This is an optimization exercise on Yosys and OpenROAD, whose aim is small area and a short achievable clock period, not a production implementation.
Function was checked by simulation only, so behaviour that the tests miss may differ from the original.

the reference run:
==> flow/design.v <==
`default_nettype none
package spq_pkg;
  localparam logic FUNC_ENQ = 1'b0;
  localparam logic FUNC_DEQ = 1'b1;
  localparam logic [1:0] STATUS_OK        = 2'd0;
  localparam logic [1:0] STATUS_DEQ_EMPTY = 2'd1;
  localparam logic [1:0] STATUS_ENQ_FULL  = 2'd2;
  localparam int unsigned PRIO_W  = 16;
  localparam int unsigned TAG_W   = 16;
  localparam int unsigned FILL_W  = 5;
  typedef struct packed {
    logic enq;
    logic deq;
  } spq_ctrl_t;
endpackage
`default_nettype wire
`default_nettype none
module spq_cmp16
(
  input  wire logic [15:0] a_n_i,
  input  wire logic [15:0] b_i,
  output logic             lt_n_o    
);
  logic [15:0] lt0_n, gt0;
  logic [7:0]  lt1, gt1_n;
  logic [3:0]  lt2_n, gt2;
  logic [1:0]  lt3, gt3_n;
  logic        lt4_n, gt4;
  for (genvar k = 0; k < 16; k++) begin : g_l0
    spq_cmp_leaf u_leaf (.a_n_i(a_n_i[k]), .b_i(b_i[k]), .lt_n_o(lt0_n[k]), .gt_o(gt0[k]));
  end
  for (genvar k = 0; k < 8; k++) begin : g_l1
    spq_cmp_pos u_node (.lt_n_hi_i(lt0_n[2*k+1]), .gt_hi_i(gt0[2*k+1]),
                        .lt_n_lo_i(lt0_n[2*k]),   .gt_lo_i(gt0[2*k]),
                        .lt_o(lt1[k]), .gt_n_o(gt1_n[k]));
  end
  for (genvar k = 0; k < 4; k++) begin : g_l2
    spq_cmp_neg u_node (.lt_hi_i(lt1[2*k+1]), .gt_n_hi_i(gt1_n[2*k+1]),
                        .lt_lo_i(lt1[2*k]),   .gt_n_lo_i(gt1_n[2*k]),
                        .lt_n_o(lt2_n[k]), .gt_o(gt2[k]));
  end
  for (genvar k = 0; k < 2; k++) begin : g_l3
    spq_cmp_pos u_node (.lt_n_hi_i(lt2_n[2*k+1]), .gt_hi_i(gt2[2*k+1]),
                        .lt_n_lo_i(lt2_n[2*k]),   .gt_lo_i(gt2[2*k]),
                        .lt_o(lt3[k]), .gt_n_o(gt3_n[k]));
  end
  spq_cmp_neg u_root (.lt_hi_i(lt3[1]), .gt_n_hi_i(gt3_n[1]),
                      .lt_lo_i(lt3[0]), .gt_n_lo_i(gt3_n[0]),
                      .lt_n_o(lt4_n), .gt_o(gt4));
  assign lt_n_o = lt4_n;
endmodule
module spq_cmp_leaf
(
  input  wire logic a_n_i,
  input  wire logic b_i,
  output logic      lt_n_o,
  output logic      gt_o
);
  assign lt_n_o = !(a_n_i && b_i);
  assign gt_o   = !(a_n_i || b_i);
endmodule
module spq_cmp_pos
(
  input  wire logic lt_n_hi_i,
  input  wire logic gt_hi_i,
  input  wire logic lt_n_lo_i,
  input  wire logic gt_lo_i,
  output logic      lt_o,
  output logic      gt_n_o
);
  assign lt_o   = !(lt_n_hi_i && (gt_hi_i || lt_n_lo_i));
  assign gt_n_o = !(gt_hi_i || (lt_n_hi_i && gt_lo_i));
endmodule
module spq_cmp_neg
(
  input  wire logic lt_hi_i,
  input  wire logic gt_n_hi_i,
  input  wire logic lt_lo_i,
  input  wire logic gt_n_lo_i,
  output logic      lt_n_o,
  output logic      gt_o
);
  assign lt_n_o = !(lt_hi_i || (gt_n_hi_i && lt_lo_i));
  assign gt_o   = !(gt_n_hi_i && (lt_hi_i || gt_n_lo_i));
endmodule
`default_nettype wire
`default_nettype none
module sorted_priority_queue_unit
#(
  parameter int unsigned DEPTH = 16
) (
  input  wire logic              clk_i,
  input  wire logic              rst_ni,
  input  wire logic              req_valid_i,
  output logic                   req_stall_o,
  input  wire logic              func_i,
  input  wire logic [spq_pkg::PRIO_W-1:0] priority_req_i,
  input  wire logic [spq_pkg::TAG_W-1:0]  item_tag_i,
  output logic                   rsp_valid_o,
  input  wire logic              rsp_stall_i,
  output logic                   out_valid_o,
  output logic [spq_pkg::PRIO_W-1:0]      out_priority_o,
  output logic [spq_pkg::TAG_W-1:0]       out_tag_o,
  output logic [1:0]             status_o,
  output logic [spq_pkg::FILL_W-1:0]      fill_count_o,
  output logic                   is_empty_o
);
  localparam int unsigned CNT_W = $clog2(DEPTH + 1);
  logic [CNT_W-1:0] count_q, count_d;
  logic             empty_q;    
  logic             accept, full, empty, enq, deq, enq_ok, deq_ok;
  logic                       pend_enq_q, pend_deq_q, apply_deq;
  logic [spq_pkg::PRIO_W-1:0] pend_prio_q;
  logic [spq_pkg::TAG_W-1:0]  pend_tag_q;
  logic [DEPTH-1:0] occ_q, occ_d;
  logic [spq_pkg::PRIO_W-1:0] cell_prio_n [DEPTH];    
  logic [spq_pkg::TAG_W-1:0]  cell_tag  [DEPTH];
  logic [DEPTH+1:0]  ins_x;     
  logic [DEPTH+1:0]  ge_req_x;  
  logic [1:0]        pend_ge_req;  
  logic                   rsp_valid_q;
  logic                   res_valid_q;
  logic [1:0]             res_status_q, res_status_d;
  logic [spq_pkg::FILL_W-1:0]      res_fill_q;
  logic                   res_empty_q;
  logic [spq_pkg::PRIO_W-1:0]      res_prio_q;
  logic [spq_pkg::TAG_W-1:0]       res_tag_q;
  logic [spq_pkg::PRIO_W-1:0]      cell_prio_n_d [DEPTH];    
  logic [spq_pkg::TAG_W-1:0]       cell_tag_d    [DEPTH];
  assign req_stall_o = rsp_valid_q && rsp_stall_i;
  assign accept      = req_valid_i && !req_stall_o;
  assign enq         = accept && (func_i == spq_pkg::FUNC_ENQ);
  assign deq         = accept && (func_i == spq_pkg::FUNC_DEQ);
  assign full        = count_q[CNT_W-1];
  assign empty       = empty_q;
  assign enq_ok      = enq && !full;
  assign deq_ok      = deq && !empty;
  assign apply_deq   = pend_deq_q;
  assign ins_x[0]          = 1'b0;
  assign ins_x[DEPTH+1]    = 1'b1;
  assign ge_req_x[0]       = 1'b1;
  assign ge_req_x[DEPTH+1] = 1'b1;
  for (genvar c = 0; c < 2; c++) begin : g_pend_cmp
    spq_cmp16 u_pend_cmp (
      .a_n_i  (~pend_prio_q),
      .b_i    (priority_req_i),
      .lt_n_o (pend_ge_req[c])
    );
  end
  for (genvar i = 0; i < DEPTH; i++) begin : g_cell
    logic [spq_pkg::PRIO_W-1:0] left_prio_n, right_prio_n;
    logic [spq_pkg::TAG_W-1:0]  left_tag, right_tag;
    logic ins_l, ins_c, lt_c;
    assign ins_x[i+1] = !occ_q[i] || lt_c;
    assign ins_l = ins_x[i];
    assign ins_c = ins_x[i+1];
    if (i == 0) begin : g_head
      assign left_prio_n = '1;
      assign left_tag  = '0;
    end else begin : g_body
      assign left_prio_n = cell_prio_n[i-1];
      assign left_tag  = cell_tag[i-1];
    end
    if (i == DEPTH - 1) begin : g_tail
      assign right_prio_n = '1;
      assign right_tag  = '0;
    end else begin : g_inner
      assign right_prio_n = cell_prio_n[i+1];
      assign right_tag  = cell_tag[i+1];
    end
    logic                       sel_keep, sel_left, sel_right, sel_new;
    logic [spq_pkg::PRIO_W-1:0] prio_n_q;
    logic [spq_pkg::TAG_W-1:0]  tag_q;
    logic                       lt_q;
    assign sel_keep  = !(pend_enq_q && ins_c) && !apply_deq;
    assign sel_left  = pend_enq_q && ins_l;
    assign sel_right = apply_deq;
    assign sel_new   = pend_enq_q && ins_c && !ins_l;
    assign cell_prio_n_d[i] = ({spq_pkg::PRIO_W{sel_keep}}  & prio_n_q)
                            | ({spq_pkg::PRIO_W{sel_left}}  & left_prio_n)
                            | ({spq_pkg::PRIO_W{sel_right}} & right_prio_n)
                            | ({spq_pkg::PRIO_W{sel_new}}   & ~pend_prio_q);
    assign cell_tag_d[i]    = ({spq_pkg::TAG_W{sel_keep}}   & tag_q)
                            | ({spq_pkg::TAG_W{sel_left}}   & left_tag)
                            | ({spq_pkg::TAG_W{sel_right}}  & right_tag)
                            | ({spq_pkg::TAG_W{sel_new}}    & pend_tag_q);
    spq_cmp16 u_cmp (
      .a_n_i (prio_n_q),
      .b_i   (priority_req_i),
      .lt_n_o (ge_req_x[i+1])
    );
    always_ff @(posedge clk_i) begin
      prio_n_q <= cell_prio_n_d[i];
      tag_q    <= cell_tag_d[i];
      lt_q     <= (sel_keep  & !ge_req_x[i+1])
                | (sel_left  & !ge_req_x[i])
                | (sel_right & !ge_req_x[i+2])
                | (sel_new   & !pend_ge_req[i / (DEPTH / 2)]);
    end
    assign lt_c           = lt_q;
    assign cell_prio_n[i] = prio_n_q;
    assign cell_tag[i]    = tag_q;
  end
  always_comb begin
    occ_d = occ_q;
    if (pend_enq_q) begin
      occ_d = {occ_q[DEPTH-2:0], 1'b1};
    end else if (apply_deq) begin
      occ_d = {1'b0, occ_q[DEPTH-1:1]};
    end
  end
  always_ff @(posedge clk_i or negedge rst_ni) begin
    if (!rst_ni) begin
      occ_q      <= '0;
      pend_enq_q <= 1'b0;
      pend_deq_q <= 1'b0;
    end else begin
      occ_q      <= occ_d;
      pend_enq_q <= enq_ok;
      pend_deq_q <= deq_ok;
    end
  end
  always_ff @(posedge clk_i) begin
    pend_prio_q <= priority_req_i;
    pend_tag_q  <= item_tag_i;
  end
  logic [CNT_W-1:0] count_inc, count_dec;
  logic             empty_d;
  assign count_inc = count_q + 1'b1;
  assign count_dec = count_q - 1'b1;
  always_comb begin
    count_d = count_q;
    empty_d = empty;
    if (enq_ok) begin
      count_d = count_inc;
      empty_d = 1'b0;
    end else if (deq_ok) begin
      count_d = count_dec;
      empty_d = (count_q == CNT_W'(1));
    end
  end
  always_ff @(posedge clk_i or negedge rst_ni) begin
    if (!rst_ni) begin
      count_q <= '0;
      empty_q <= 1'b1;
    end else begin
      count_q <= count_d;
      empty_q <= empty_d;
    end
  end
  always_comb begin
    res_status_d = spq_pkg::STATUS_OK;
    if (enq && full) begin
      res_status_d = spq_pkg::STATUS_ENQ_FULL;
    end else if (deq && empty) begin
      res_status_d = spq_pkg::STATUS_DEQ_EMPTY;
    end
  end
  always_ff @(posedge clk_i or negedge rst_ni) begin
    if (!rst_ni) begin
      rsp_valid_q <= 1'b0;
    end else if (accept) begin
      rsp_valid_q <= 1'b1;
    end else if (!rsp_stall_i) begin
      rsp_valid_q <= 1'b0;
    end
  end
  always_ff @(posedge clk_i) begin
    if (accept) begin
      res_valid_q  <= deq_ok;
      res_prio_q   <= deq_ok ? ~cell_prio_n_d[0] : '0;
      res_tag_q    <= deq_ok ? cell_tag_d[0] : '0;
      res_status_q <= res_status_d;
      res_fill_q   <= count_d;
      res_empty_q  <= empty_d;
    end
  end
  assign rsp_valid_o    = rsp_valid_q;
  assign out_valid_o    = res_valid_q;
  assign out_priority_o = res_prio_q;
  assign out_tag_o      = res_tag_q;
  assign status_o       = res_status_q;
  assign fill_count_o   = res_fill_q;
  assign is_empty_o     = res_empty_q;
endmodule
`default_nettype wire
==> flow/config.mk <==
export PLATFORM = sky130hd
export DESIGN_NAME = sorted_priority_queue_unit
export DESIGN_NICKNAME = sorted_priority_queue_unit
export VERILOG_FILES = /design/flow/design.v
export SDC_FILE = /design/flow/constraint.sdc
export NUM_CORES = 4
export LEC_CHECK = 0
export CAP_MARGIN = 20
export CORE_MARGIN = 2
export CORE_UTILIZATION = 40
export CTS_BUF_LIST = sky130_fd_sc_hd__clkbuf_16
export CTS_CLUSTER_DIAMETER = 60
export CTS_CLUSTER_SIZE = 24
export PLACE_DENSITY = 0.75
export SETUP_SLACK_MARGIN = 1.75
export SLEW_MARGIN = 20
export SYNTH_HIERARCHICAL = 1
export SYNTH_MINIMUM_KEEP_SIZE = 0
==> flow/constraint.sdc <==
create_clock -name core_clock -period 3.6 [get_ports {clk_i}]
set_input_delay 0.7200 -clock core_clock [delete_from_list [all_inputs] [get_ports {clk_i}]]
set_output_delay 0.7200 -clock core_clock [all_outputs]
set_load 0.01 [all_outputs]
run.sh (not shown) runs the stock make flow with config.mk's settings and CLKGATE_MAP_FILE= SYNTH_SCRIPT=/design/flow/synth_recipe.tcl, a recipe that flattens the netlist after the stock synthesis.
Edits applied to the flow inputs when going from the reference run to the trial run:
--- a/flow/design.v
+++ b/flow/design.v
@@ -19,7 +19,7 @@
 (
   input  wire logic [15:0] a_n_i,
   input  wire logic [15:0] b_i,
-  output logic             lt_n_o    
+  output logic             lt_o
 );
   logic [15:0] lt0_n, gt0;
   logic [7:0]  lt1, gt1_n;
@@ -47,7 +47,7 @@
   spq_cmp_neg u_root (.lt_hi_i(lt3[1]), .gt_n_hi_i(gt3_n[1]),
                       .lt_lo_i(lt3[0]), .gt_n_lo_i(gt3_n[0]),
                       .lt_n_o(lt4_n), .gt_o(gt4));
-  assign lt_n_o = lt4_n;
+  assign lt_o = !lt4_n;
 endmodule
 module spq_cmp_leaf
 (
@@ -107,7 +107,6 @@
 );
   localparam int unsigned CNT_W = $clog2(DEPTH + 1);
   logic [CNT_W-1:0] count_q, count_d;
-  logic             empty_q;    
   logic             accept, full, empty, enq, deq, enq_ok, deq_ok;
   logic                       pend_enq_q, pend_deq_q, apply_deq;
   logic [spq_pkg::PRIO_W-1:0] pend_prio_q;
@@ -116,8 +115,8 @@
   logic [spq_pkg::PRIO_W-1:0] cell_prio_n [DEPTH];    
   logic [spq_pkg::TAG_W-1:0]  cell_tag  [DEPTH];
   logic [DEPTH+1:0]  ins_x;     
-  logic [DEPTH+1:0]  ge_req_x;  
-  logic [1:0]        pend_ge_req;  
+  logic [DEPTH+1:0]  lt_req_x;  
+  logic              pend_lt_req;
   logic                   rsp_valid_q;
   logic                   res_valid_q;
   logic [1:0]             res_status_q, res_status_d;
@@ -132,21 +131,19 @@
   assign enq         = accept && (func_i == spq_pkg::FUNC_ENQ);
   assign deq         = accept && (func_i == spq_pkg::FUNC_DEQ);
   assign full        = count_q[CNT_W-1];
-  assign empty       = empty_q;
+  assign empty       = (count_q == '0);
   assign enq_ok      = enq && !full;
   assign deq_ok      = deq && !empty;
   assign apply_deq   = pend_deq_q;
   assign ins_x[0]          = 1'b0;
   assign ins_x[DEPTH+1]    = 1'b1;
-  assign ge_req_x[0]       = 1'b1;
-  assign ge_req_x[DEPTH+1] = 1'b1;
-  for (genvar c = 0; c < 2; c++) begin : g_pend_cmp
-    spq_cmp16 u_pend_cmp (
-      .a_n_i  (~pend_prio_q),
-      .b_i    (priority_req_i),
-      .lt_n_o (pend_ge_req[c])
-    );
-  end
+  assign lt_req_x[0]       = 1'b0;
+  assign lt_req_x[DEPTH+1] = 1'b0;
+  spq_cmp16 u_pend_cmp (
+    .a_n_i (~pend_prio_q),
+    .b_i   (priority_req_i),
+    .lt_o  (pend_lt_req)
+  );
   for (genvar i = 0; i < DEPTH; i++) begin : g_cell
     logic [spq_pkg::PRIO_W-1:0] left_prio_n, right_prio_n;
     logic [spq_pkg::TAG_W-1:0]  left_tag, right_tag;
@@ -187,15 +184,15 @@
     spq_cmp16 u_cmp (
       .a_n_i (prio_n_q),
       .b_i   (priority_req_i),
-      .lt_n_o (ge_req_x[i+1])
+      .lt_o  (lt_req_x[i+1])
     );
     always_ff @(posedge clk_i) begin
       prio_n_q <= cell_prio_n_d[i];
       tag_q    <= cell_tag_d[i];
-      lt_q     <= (sel_keep  & !ge_req_x[i+1])
-                | (sel_left  & !ge_req_x[i])
-                | (sel_right & !ge_req_x[i+2])
-                | (sel_new   & !pend_ge_req[i / (DEPTH / 2)]);
+      lt_q     <= (sel_keep  & lt_req_x[i+1])
+                | (sel_left  & lt_req_x[i])
+                | (sel_right & lt_req_x[i+2])
+                | (sel_new   & pend_lt_req);
     end
     assign lt_c           = lt_q;
     assign cell_prio_n[i] = prio_n_q;
@@ -242,10 +239,8 @@
   always_ff @(posedge clk_i or negedge rst_ni) begin
     if (!rst_ni) begin
       count_q <= '0;
-      empty_q <= 1'b1;
     end else begin
       count_q <= count_d;
-      empty_q <= empty_d;
     end
   end
   always_comb begin
### Flow results
- Diff the reference run -> the trial run: mean area per synthesized cell rose about 0.64%, total standard cell area after synthesis shows a reduction of 0.94%, count of placed standard cells in the final layout, fillers left out now smaller, worst hold slack shows a reduction of 0.11 ns, final-layout fill cell count shrank by 234.

## static timing again, ports no longer ideal
The flow's constraints put no driver on any port. The routed layouts listed below were extracted and timed again, unchanged, in two steps.
Step 1 sets driving cells, clkbuf_16 on the clock port and buf_2 on the other inputs (assumed; they add their load-dependent delay and slew).
Step 2, shift: input delay + t, output delay - t, t = (earliest + latest rising clock arrival at the registers) / 2. This alone moves slack from input paths to output paths.
Three values: ideal ports, drivers, drivers and shift; two values: the first two.
| run | t, ns | setup slack, ns | worst slew at a driven data input, ns |
|---|---|---|---|
| the reference run | 0.672 | 1.643 / 1.578 / 1.034 | 0.07 |
| the trial run | 0.676 | 1.570 / 1.510 / 1.059 | 0.06 |
After both steps setup and hold are still met in every run listed. For the reference run, which loses most, drivers alone change the setup slack by -0.065 ns; drivers and shift together by -0.609 ns.
